From an optimization exercise on the open Yosys and OpenROAD flow, aimed at small area, a short achievable clock period and few clock cycles per item; shortcuts taken in it are not production practice. At most, simulation tests tie the RTL to the original design; equivalence was not proved.

==> zinc: inputs <==
==> flow/design.v (excerpt) <==
module sawtooth_tone_fir_generator #(
  parameter int TAPS       = stfir_pkg::TAPS_DEF,
  parameter int BLINK_HALF = stfir_pkg::BLINK_HALF_DEF
) (
  input  logic                                 clk,
  input  logic                                 rst_n,
  input  logic                                 cfg_we,
  input  logic [stfir_pkg::CFG_IDX_W-1:0]      cfg_index,
  input  logic [stfir_pkg::CFG_DATA_W-1:0]     cfg_wdata,
  input  logic                                 in_valid,
  output logic                                 in_stall,
  input  logic                                 in_slot_tick,
  output logic                                 out_valid,
  input  logic                                 out_stall,
  output logic signed [stfir_pkg::SAMPLE_W-1:0] out_sample_out,
  output logic                                 out_led_on
);
  localparam int CNT_W = $clog2(2 * BLINK_HALF);
  localparam logic [CNT_W:0] HALF_C = (CNT_W + 1)'(BLINK_HALF);
  localparam logic [CNT_W:0] FULL_C = (CNT_W + 1)'(2 * BLINK_HALF);
  localparam int PW = 22;
  localparam int EW = PW + 1;
  logic [STEP_W-1:0] step_r;
  logic [AMP_W-1:0]  amp_r;
  logic signed [PW-1:0] pn_r, ph_r, h2_r, h3_r, h4_r, h5_r, h6_r;
  logic signed [EW-1:0] e0_r, e1_r, e2_r, e3_r;
  logic [CNT_W-1:0]  slot_cnt_r;
  logic              led_r;
  logic              b1_r, b2_r, b3_r;
  logic              upd_r;
  logic signed [SAMPLE_W-1:0] held_r;
  logic              out_valid_r, out_led_r, skid_valid_r, skid_led_r;
  logic signed [SAMPLE_W-1:0] out_sample_r, skid_sample_r;
  logic signed [ACC_W-1:0] s1_acc, fir_acc;
  logic signed [SAMPLE_W-1:0] s2_q, mul_q;
  logic              in_take, tick, odd_tick, pop, step_we;
  logic [CNT_W:0]    cnt_inc;
  logic              led_new;
  logic [CNT_W-1:0]  cnt_new;
  logic signed [PW-1:0] pbase, pnn, ex, ey;
  logic signed [PW:0]   psum;
  logic signed [SAMPLE_W-1:0] smp;
  assign in_stall = skid_valid_r || ((b1_r || b2_r || b3_r) && slot_cnt_r[0]);
  assign in_take  = in_valid && !in_stall;
  assign tick     = in_take && in_slot_tick;
  assign odd_tick = tick && slot_cnt_r[0];
  assign pop      = out_valid_r && !out_stall;
  assign step_we  = cfg_we && cfg_index == CFG_PHASE_STEP;
  assign pbase = b1_r ? ph_r : pn_r;
  assign psum  = $signed({pbase[PW-1], pbase}) + $signed({2'b00, step_r});
  ...
export LEC_CHECK = 0
export CAP_MARGIN = 20
export CORE_MARGIN = 2
export CORE_UTILIZATION = 40
export SLEW_MARGIN = 20
create_clock -name core_clock -period 8.5 [get_ports {clk}]
run.sh (not shown) runs the stock make flow with config.mk's settings and CLKGATE_MAP_FILE= SYNTH_SCRIPT=/design/flow/synth_recipe.tcl, a recipe that flattens the netlist after the stock synthesis.
==> amber: changes against zinc <==
- SETUP_SLACK_MARGIN: default -> 3.5
==> results.txt <==
Outcome: amber complete, no violations; zinc complete, no violations
Multi-input gate area: amber 40520 µm²; zinc 38750 µm²
Buffers and inverters on the worst path: amber 7; zinc 2
Growth of design area from synthesis to finish: amber 19.30%; zinc 6.028%
Fraction of final layout cells with drive strength greater than 1: amber 16.68%; zinc 4.655%
Clk tree area frac: amber 2.537%; zinc 3.037%
Maximum frequency from static timing analysis: amber 171.1 MHz; zinc 143.5 MHz
Highest cell delay on the worst timing path: amber 0.51 ns; zinc 0.92 ns
Detailed-route wire length on metal 1: amber 78.54 mm; zinc 70.70 mm
Post-detailed-route via-to-cell ratio: amber 5.816; zinc 5.514
Pin count of the biggest net entering global routing: amber 114; zinc 161
Total wirelength of the detailed-routed design: amber 198.2 mm; zinc 159.5 mm
Critical Path Stages: amber 22; zinc 21
Required time worst endpoint: amber 9.04 ns; zinc 9.00 ns
Logic inverters: amber 857; zinc 855
Final Instance Area: amber 62620 µm²; zinc 55650 µm²
Top Layer Used: amber met5; zinc met4
Clock buf count: amber 74; zinc 62
Layout net count: amber 7695; zinc 7348
Beginning of the worst hold path: amber h5_r[11]; zinc h3_r[11]
Testbench counts of zinc, summed over its fixed seeds: cycles 8,015, items 8,000.
Testbench counts of amber, summed over its fixed seeds: cycles 8,015, items 8,000.

==> inputs of run a <==
sawtooth_tone_fir_generator, a different RTL version from the one above (not shown whole).
export LEC_CHECK = 0
export ABC_CLOCK_PERIOD_IN_PS = 3500
export CAP_MARGIN = 20
export CORE_MARGIN = 2
export CORE_UTILIZATION = 50
export SETUP_SLACK_MARGIN = 5
export SLEW_MARGIN = 20
create_clock -name core_clock -period 8.5 [get_ports {clk}]
standard.sh (not shown) runs the stock make flow with config.mk's settings and CLKGATE_MAP_FILE= SYNTH_SCRIPT=/design/flow/synth_recipe.tcl, a recipe that flattens the netlist after the stock synthesis.
==> flow/flow/run.sh <==
#!/bin/bash
# Standard layout, with one netlist clean-up between synthesis and floorplan:
# flow/fixinv.py removes inverters around full-adder cells (see its header).
# Each tool's output goes to a log file of its own in this folder.
set -euo pipefail
R=orfs/results/${FLOW_PLATFORM}/sawtooth_tone_fir_generator/base
bash standard.sh synth > flow_synth.log 2>&1
cp "$R/1_2_yosys.v" yosys_before_fixinv.v
python3 flow/fixinv.py "$R/1_2_yosys.v" > flow_fixinv.log 2>&1
rm -f "$R/1_synth.odb" "$R/1_synth.sdc"
bash standard.sh finish > flow_finish.log 2>&1
Other scripts of this flow, unchanged in this note and not shown: flow/flow/fixinv.py
==> run b: changes against run a <==
--- a/flow/design.v
+++ b/flow/design.v
@@ -2405,19 +2405,23 @@
     booth_of = {neg, two, one};
   endfunction
   logic [STEP_W-1:0] step_r;
   logic [23:0]       bth_r;
   logic signed [PW-1:0] p3_r, pnn_r, pn_r, ph_r, h2_r, h3_r, h4_r, h5_r, h6_r, h7_r;
   logic [2:0]        lead_r;   
-  logic              rc1_r, rc2_r, rc3_r;
+  logic [2:0]        lead_q;   
+  logic              rc1_r, rc2_r, rc3_r, rc4_r;
   logic signed [EW-1:0] e0_r, e1_r, e2_r, e3_r;
   logic signed [EW+1:0] e1x3_r;
   logic              ve_r, va_r, vb_r, vc_r;
   logic [ACC_W-1:0]  sa_r, ca_r;
   logic signed [ACC_W-1:0] acc_r;
-  logic [51:0]       sc_r, cc_r;
+  localparam int LOW_C = 10;
+  logic [51:LOW_C]   sc_r, cc_r;
+  logic              cl_r;
+  logic [LOW_C:0]    mul_low;
   logic signed [SAMPLE_W-1:0] f0_r, f1_r;
   logic              fv0_r, fv1_r;
   logic              upd_r;
   logic signed [SAMPLE_W-1:0] held_r;
   logic [CNT_W-1:0]  slot_cnt_r;
   logic              led_r;
@@ -2425,34 +2429,39 @@
   logic signed [SAMPLE_W-1:0] out_sample_r, skid_sample_r;
   logic              in_take, tick, odd_tick, pop, step_we, amp_we, flush, issue;
   logic [CNT_W:0]    cnt_inc;
   logic              led_new;
   logic [CNT_W-1:0]  cnt_new;
   logic signed [PW-1:0] pbase, pnext;
-  logic signed [PW:0]   psum;
+  logic signed [PW:0]   psum, pwtest;
+  logic              pwrap;
   logic signed [PW-1:0] x0, y0, x1, y1, x2, y2, x3, y3;
   logic signed [EW-1:0] e0_n, e1_n, e2_n, e3_n;
   logic [ACC_W-1:0]  fir_s, fir_c;
-  logic [51:0]       mul_s, mul_c, prod;
+  logic [51:0]       mul_s, mul_c;
+  logic [51:LOW_C]   prod;
   logic signed [SAMPLE_W-1:0] d_q, smp;
   logic              sel_r, sel_n, sel_a;
   assign in_stall = skid_valid_r || (slot_cnt_r[0] && !(fv0_r || vc_r));
   assign in_take  = in_valid && !in_stall;
   assign tick     = in_take && in_slot_tick;
   assign odd_tick = tick && slot_cnt_r[0];
   assign pop      = out_valid_r && !out_stall;
   assign step_we  = cfg_we && cfg_index == CFG_PHASE_STEP;
   assign amp_we   = cfg_we && cfg_index == CFG_AMPLITUDE;
   assign flush    = step_we || amp_we;
-  assign pbase = rc1_r ? ph_r : (rc2_r ? pn_r : (rc3_r ? pnn_r : p3_r));
+  assign pbase = p3_r;
   assign psum  = $signed({pbase[PW-1], pbase}) + $signed({2'b00, step_r});
-  assign pnext = (psum > $signed((PW + 1)'(1048576))) ? PW'(psum - (PW + 1)'(2097152)) : PW'(psum);
+  assign pwrap = !pwtest[PW];
+  assign pwtest = $signed({pbase[PW-1], pbase}) + $signed({2'b00, step_r}) - $signed((PW + 1)'(1048577));
+  assign pnext = {psum[PW-1] ^ pwrap, psum[PW-2:0]};
   assign sel_r = lead_r[0];
   assign sel_n = lead_r[1];
   assign sel_a = lead_r[2];
-  assign issue = !flush && ((sel_r && !rc1_r) || (sel_n && !rc1_r && !rc2_r) || (sel_a && odd_tick));
+  assign issue = !flush && (lead_r == lead_q) && !(rc1_r || rc2_r || rc3_r || rc4_r) &&
+                 (sel_r || sel_n || (sel_a && odd_tick));
   always_comb begin
     x0 = p3_r;  y0 = pnn_r; x1 = pn_r; y1 = h5_r; x2 = ph_r; y2 = h4_r; x3 = h2_r; y3 = h3_r;
     if (sel_r) begin
       x0 = pn_r;  y0 = ph_r; x1 = h2_r; y1 = h7_r; x2 = h3_r; y2 = h6_r; x3 = h4_r; y3 = h5_r;
     end else if (sel_n) begin
       x0 = pnn_r; y0 = pn_r; x1 = ph_r; y1 = h6_r; x2 = h2_r; y2 = h5_r; x3 = h3_r; y3 = h4_r;
@@ -2467,25 +2476,27 @@
     .rs(fir_s), .rc(fir_c)
   );
   stfir_mul u_mul (
     .a(acc_r), .one(bth_r[7:0]), .two(bth_r[15:8]), .neg(bth_r[23:16]),
     .rs(mul_s), .rc(mul_c)
   );
-  assign prod = sc_r + cc_r;
+  assign mul_low = {1'b0, mul_s[LOW_C-1:0]} + {1'b0, mul_c[LOW_C-1:0]};
+  assign prod = sc_r + cc_r + (52 - LOW_C)'(cl_r);
   assign d_q  = prod[FRAC_SH +: SAMPLE_W];
   always_ff @(posedge clk) begin
     e0_r   <= e0_n;
     e1_r   <= e1_n;
     e2_r   <= e2_n;
     e3_r   <= e3_n;
-    e1x3_r <= (EW + 2)'(x1) + (EW + 2)'(y1) + ((EW + 2)'(x1) <<< 1) + ((EW + 2)'(y1) <<< 1);
+    e1x3_r <= (EW + 2)'(e1_r) + ((EW + 2)'(e1_r) <<< 1);
     sa_r  <= fir_s;
     ca_r  <= fir_c;
     acc_r <= sa_r + ca_r;
-    sc_r  <= mul_s;
-    cc_r  <= mul_c;
+    sc_r  <= mul_s[51:LOW_C];
+    cc_r  <= mul_c[51:LOW_C];
+    cl_r  <= mul_low[LOW_C];
   end
   assign smp = upd_r ? f0_r : held_r;
   assign cnt_inc = {1'b0, slot_cnt_r} + (CNT_W + 1)'(1);
   always_comb begin
     led_new = led_r;
     cnt_new = cnt_inc[CNT_W-1:0];
@@ -2508,15 +2519,17 @@
       h3_r         <= '0;
       h4_r         <= '0;
       h5_r         <= '0;
       h6_r         <= '0;
       h7_r         <= '0;
       lead_r       <= 3'b001;
+      lead_q       <= 3'b000;   
       rc1_r        <= 1'b0;
       rc2_r        <= 1'b0;
       rc3_r        <= 1'b0;
+      rc4_r        <= 1'b0;
       ve_r         <= 1'b0;
       va_r         <= 1'b0;
       vb_r         <= 1'b0;
       vc_r         <= 1'b0;
       fv0_r        <= 1'b0;
       fv1_r        <= 1'b0;
@@ -2527,30 +2540,33 @@
       out_valid_r  <= 1'b0;
       skid_valid_r <= 1'b0;
     end else begin
       rc1_r <= step_we;
       rc2_r <= rc1_r;
       rc3_r <= rc2_r;
+      rc4_r <= rc3_r;
       upd_r <= odd_tick;
       if (step_we) step_r <= cfg_wdata[STEP_W-1:0];
       if (amp_we)  bth_r  <= booth_of(cfg_wdata[AMP_W-1:0]);
-      if (rc1_r) pn_r <= pnext;
-      if (rc2_r) pnn_r <= pnext;
-      if (rc3_r) p3_r <= pnext;
-      if (odd_tick) begin
+      if (rc1_r) begin
+        p3_r <= ph_r;
+      end else if (odd_tick || rc2_r || rc3_r || rc4_r) begin
         p3_r  <= pnext;
         pnn_r <= p3_r;
         pn_r  <= pnn_r;
+      end
+      if (odd_tick) begin
         ph_r  <= pn_r;
         h2_r  <= ph_r;
         h3_r  <= h2_r;
         h4_r  <= h3_r;
         h5_r  <= h4_r;
         h6_r  <= h5_r;
         h7_r  <= h6_r;
       end
+      lead_q <= lead_r;
       if (flush) lead_r <= 3'b001;
       else if (issue && !odd_tick) lead_r <= {lead_r[1:0], 1'b0};
       else if (!issue && odd_tick) lead_r <= {1'b0, lead_r[2:1]};
       ve_r <= issue;
       va_r <= ve_r && !flush;
       vb_r <= va_r && !flush;
Settings changed: ABC_AREA set to 1, ABC_CLOCK_PERIOD_IN_PS 3500 to not set.
==> qor.yml <==
first_global_vias: 44355
detailroute.via_count: 44185
gpl.final_weighted_congestion: 0.980
layout.clock.cell_area_share_pct: 4.86
grt_start_max_net_pins: 116
cts.sinks: 698
setup.reg_to_reg.worst_slack_ns: 5.01
run_status: "timing/DRC/antenna clean"
path_cells: "buf_4 -> fa_1 -> fa_2 -> fa_2 -> fa_2 -> fa_1 -> fa_1"
use_met2_pct: 53.2
-- figures above: run b

==> qor.yml <==
run_status: "timing/DRC/antenna clean"
path_cells: "buf_12 -> buf_16 -> mux2i_1 -> o21ai_2 -> fa_2 -> fa_2 -> ha_4 -> fa_2 -> a21o_1 -> a21oi_2 -> o21bai_1 -> a21o_1 -> a21oi_4 -> o21a_1 -> a211oi_2 -> o31a_1 -> o21ai_2 -> xor2_1"
gpl.final_weighted_congestion: 0.889
detailroute.via_count: 41329
grt_start_max_net_pins: 160
cts.sinks: 712
-- figures above: run a

Testbench counts of run b, summed over its fixed seeds: cycles 8,055, items 8,000.
For run a, only the layout was checked, not whether the RTL still works.

==> build 7 <==
sawtooth_tone_fir_generator, a different RTL version from the one above (not shown whole).
clock: 8.5 ns
lec_check: 0
cap_margin: 20
core_margin: 2
core_utilization: 40
setup_slack_margin: 5
slew_margin: 20
run.sh (not shown) runs the stock make flow with config.mk's settings and CLKGATE_MAP_FILE= SYNTH_SCRIPT=/design/flow/synth_recipe.tcl, a recipe that flattens the netlist after the stock synthesis.
Stock flow here: none of the scripts above is used.
==> trial 76: changes against build 7 <==
--- a/flow/design.v
+++ b/flow/design.v
@@ -2402,17 +2402,17 @@
       two[j] = (x[2*j+2] & ~x[2*j+1] & ~x[2*j]) | (~x[2*j+2] & x[2*j+1] & x[2*j]);
       neg[j] = x[2*j+2];
     end
     booth_of = {neg, two, one};
   endfunction
   logic [STEP_W-1:0] step_r;
   logic [23:0]       bth_r;
-  logic signed [PW-1:0] pnn_r, pn_r, ph_r, h2_r, h3_r, h4_r, h5_r, h6_r, h7_r;
-  logic [1:0]        lead_r;
-  logic              rc1_r, rc2_r;
+  logic signed [PW-1:0] p3_r, pnn_r, pn_r, ph_r, h2_r, h3_r, h4_r, h5_r, h6_r, h7_r;
+  logic [2:0]        lead_r;   
+  logic              rc1_r, rc2_r, rc3_r;
   logic signed [EW-1:0] e0_r, e1_r, e2_r, e3_r;
   logic signed [EW+1:0] e1x3_r;
   logic              ve_r, va_r, vb_r, vc_r;
   logic [ACC_W-1:0]  sa_r, ca_r;
   logic signed [ACC_W-1:0] acc_r;
   logic [51:0]       sc_r, cc_r;
   logic signed [SAMPLE_W-1:0] f0_r, f1_r;
@@ -2439,23 +2439,23 @@
   assign in_take  = in_valid && !in_stall;
   assign tick     = in_take && in_slot_tick;
   assign odd_tick = tick && slot_cnt_r[0];
   assign pop      = out_valid_r && !out_stall;
   assign step_we  = cfg_we && cfg_index == CFG_PHASE_STEP;
   assign amp_we   = cfg_we && cfg_index == CFG_AMPLITUDE;
   assign flush    = step_we || amp_we;
-  assign pbase = rc1_r ? ph_r : (rc2_r ? pn_r : pnn_r);
+  assign pbase = rc1_r ? ph_r : (rc2_r ? pn_r : (rc3_r ? pnn_r : p3_r));
   assign psum  = $signed({pbase[PW-1], pbase}) + $signed({2'b00, step_r});
   assign pnext = (psum > $signed((PW + 1)'(1048576))) ? PW'(psum - (PW + 1)'(2097152)) : PW'(psum);
-  assign sel_r = lead_r == 2'd0;
-  assign sel_n = lead_r == 2'd1;
-  assign sel_a = lead_r == 2'd2;
+  assign sel_r = lead_r[0];
+  assign sel_n = lead_r[1];
+  assign sel_a = lead_r[2];
   assign issue = !flush && ((sel_r && !rc1_r) || (sel_n && !rc1_r && !rc2_r) || (sel_a && odd_tick));
   always_comb begin
-    x0 = pnext; y0 = pnn_r; x1 = pn_r; y1 = h5_r; x2 = ph_r; y2 = h4_r; x3 = h2_r; y3 = h3_r;
+    x0 = p3_r;  y0 = pnn_r; x1 = pn_r; y1 = h5_r; x2 = ph_r; y2 = h4_r; x3 = h2_r; y3 = h3_r;
     if (sel_r) begin
       x0 = pn_r;  y0 = ph_r; x1 = h2_r; y1 = h7_r; x2 = h3_r; y2 = h6_r; x3 = h4_r; y3 = h5_r;
     end else if (sel_n) begin
       x0 = pnn_r; y0 = pn_r; x1 = ph_r; y1 = h6_r; x2 = h2_r; y2 = h5_r; x3 = h3_r; y3 = h4_r;
     end
   end
   assign e0_n = EW'(x0) + EW'(y0);
@@ -2498,26 +2498,28 @@
       cnt_new = '0;
     end
   end
   always_ff @(posedge clk) begin
     if (!rst_n) begin
       step_r       <= STEP_RST;
       bth_r        <= booth_of(AMP_RST);
+      p3_r         <= PW'(3 * STEP_RST);
       pnn_r        <= PW'(2 * STEP_RST);
       pn_r         <= PW'(STEP_RST);
       ph_r         <= '0;
       h2_r         <= '0;
       h3_r         <= '0;
       h4_r         <= '0;
       h5_r         <= '0;
       h6_r         <= '0;
       h7_r         <= '0;
-      lead_r       <= '0;
+      lead_r       <= 3'b001;
       rc1_r        <= 1'b0;
       rc2_r        <= 1'b0;
+      rc3_r        <= 1'b0;
       ve_r         <= 1'b0;
       va_r         <= 1'b0;
       vb_r         <= 1'b0;
       vc_r         <= 1'b0;
       fv0_r        <= 1'b0;
       fv1_r        <= 1'b0;
       upd_r        <= 1'b0;
@@ -2525,32 +2527,36 @@
       slot_cnt_r   <= '0;
       led_r        <= 1'b0;
       out_valid_r  <= 1'b0;
       skid_valid_r <= 1'b0;
     end else begin
       rc1_r <= step_we;
       rc2_r <= rc1_r;
+      rc3_r <= rc2_r;
       upd_r <= odd_tick;
       if (step_we) step_r <= cfg_wdata[STEP_W-1:0];
       if (amp_we)  bth_r  <= booth_of(cfg_wdata[AMP_W-1:0]);
       if (rc1_r) pn_r <= pnext;
       if (rc2_r) pnn_r <= pnext;
+      if (rc3_r) p3_r <= pnext;
       if (odd_tick) begin
-        pnn_r <= pnext;
+        p3_r  <= pnext;
+        pnn_r <= p3_r;
         pn_r  <= pnn_r;
         ph_r  <= pn_r;
         h2_r  <= ph_r;
         h3_r  <= h2_r;
         h4_r  <= h3_r;
         h5_r  <= h4_r;
         h6_r  <= h5_r;
         h7_r  <= h6_r;
       end
-      if (flush) lead_r <= '0;
-      else lead_r <= lead_r + 2'(issue) - 2'(odd_tick);
+      if (flush) lead_r <= 3'b001;
+      else if (issue && !odd_tick) lead_r <= {lead_r[1:0], 1'b0};
+      else if (!issue && odd_tick) lead_r <= {1'b0, lead_r[2:1]};
       ve_r <= issue;
       va_r <= ve_r && !flush;
       vb_r <= va_r && !flush;
       vc_r <= vb_r && !flush;
       if (upd_r) held_r <= f0_r;
       if (flush) begin
         fv0_r <= 1'b0;
Settings changed: ABC_CLOCK_PERIOD_IN_PS set to 3500, CORE_UTILIZATION 40 to 50.
==> summary of the runs <==
Trial 76 finished with timing, DRC and antenna clean. Build 7 produced a clean layout. Between build 7 and trial 76, the lower fmax is in build 7 (gap 3.7%, measured against trial 76). Of build 7 and trial 76, trial 76 has the higher register-to-register slack (gap 0.17 ns). Routed wire length: build 7 is higher than trial 76 (1.8%). Against build 7, the first-iteration DRC count of trial 76 is lower by about 10%.
Testbench counts of trial 76, summed over its fixed seeds: cycles 8,031, items 8,000.
No functional check of the RTL was part of build 7.

## port drivers added, routing unchanged
How much do the figures lean on ideal ports? The routed layouts below were timed once more, with nothing changed but the port constraints. Step 1 assumes that a clkbuf_16 drives the clock port and a buf_2 every other input. Step 2, shift: input delay + t, output delay - t, t = (earliest + latest rising clock arrival at the registers) / 2. This alone moves slack from input paths to output paths. a / b / c = no drivers / after step 1 / after step 2; a / b = the first two.
run | t, ns | setup slack, ns | worst setup path after step 2 | worst register clock-pin slew, ns
zinc | 0.672 | 1.532 / 1.532 / 1.532 | register to register | 0.07 / 0.07
amber | 0.679 | 2.657 / 2.657 / 2.657 | register to register | 0.07 / 0.07
run a | 0.734 | 4.185 / 4.185 / 4.185 | register to register | 0.07 / 0.07
run b | 0.728 | 5.013 / 5.013 / 4.478 | input to register | 0.06 / 0.06
build 7 | 0.750 | 3.911 / 3.911 / 3.911 | register to register | 0.07 / 0.07
trial 76 | 0.742 | 4.081 / 4.081 / 4.081 | register to register | 0.07 / 0.07
After both steps setup and hold are still met in every run listed. The setup slack of run b, which loses most, moves by 0.000 ns with the drivers and by -0.535 ns with both steps.
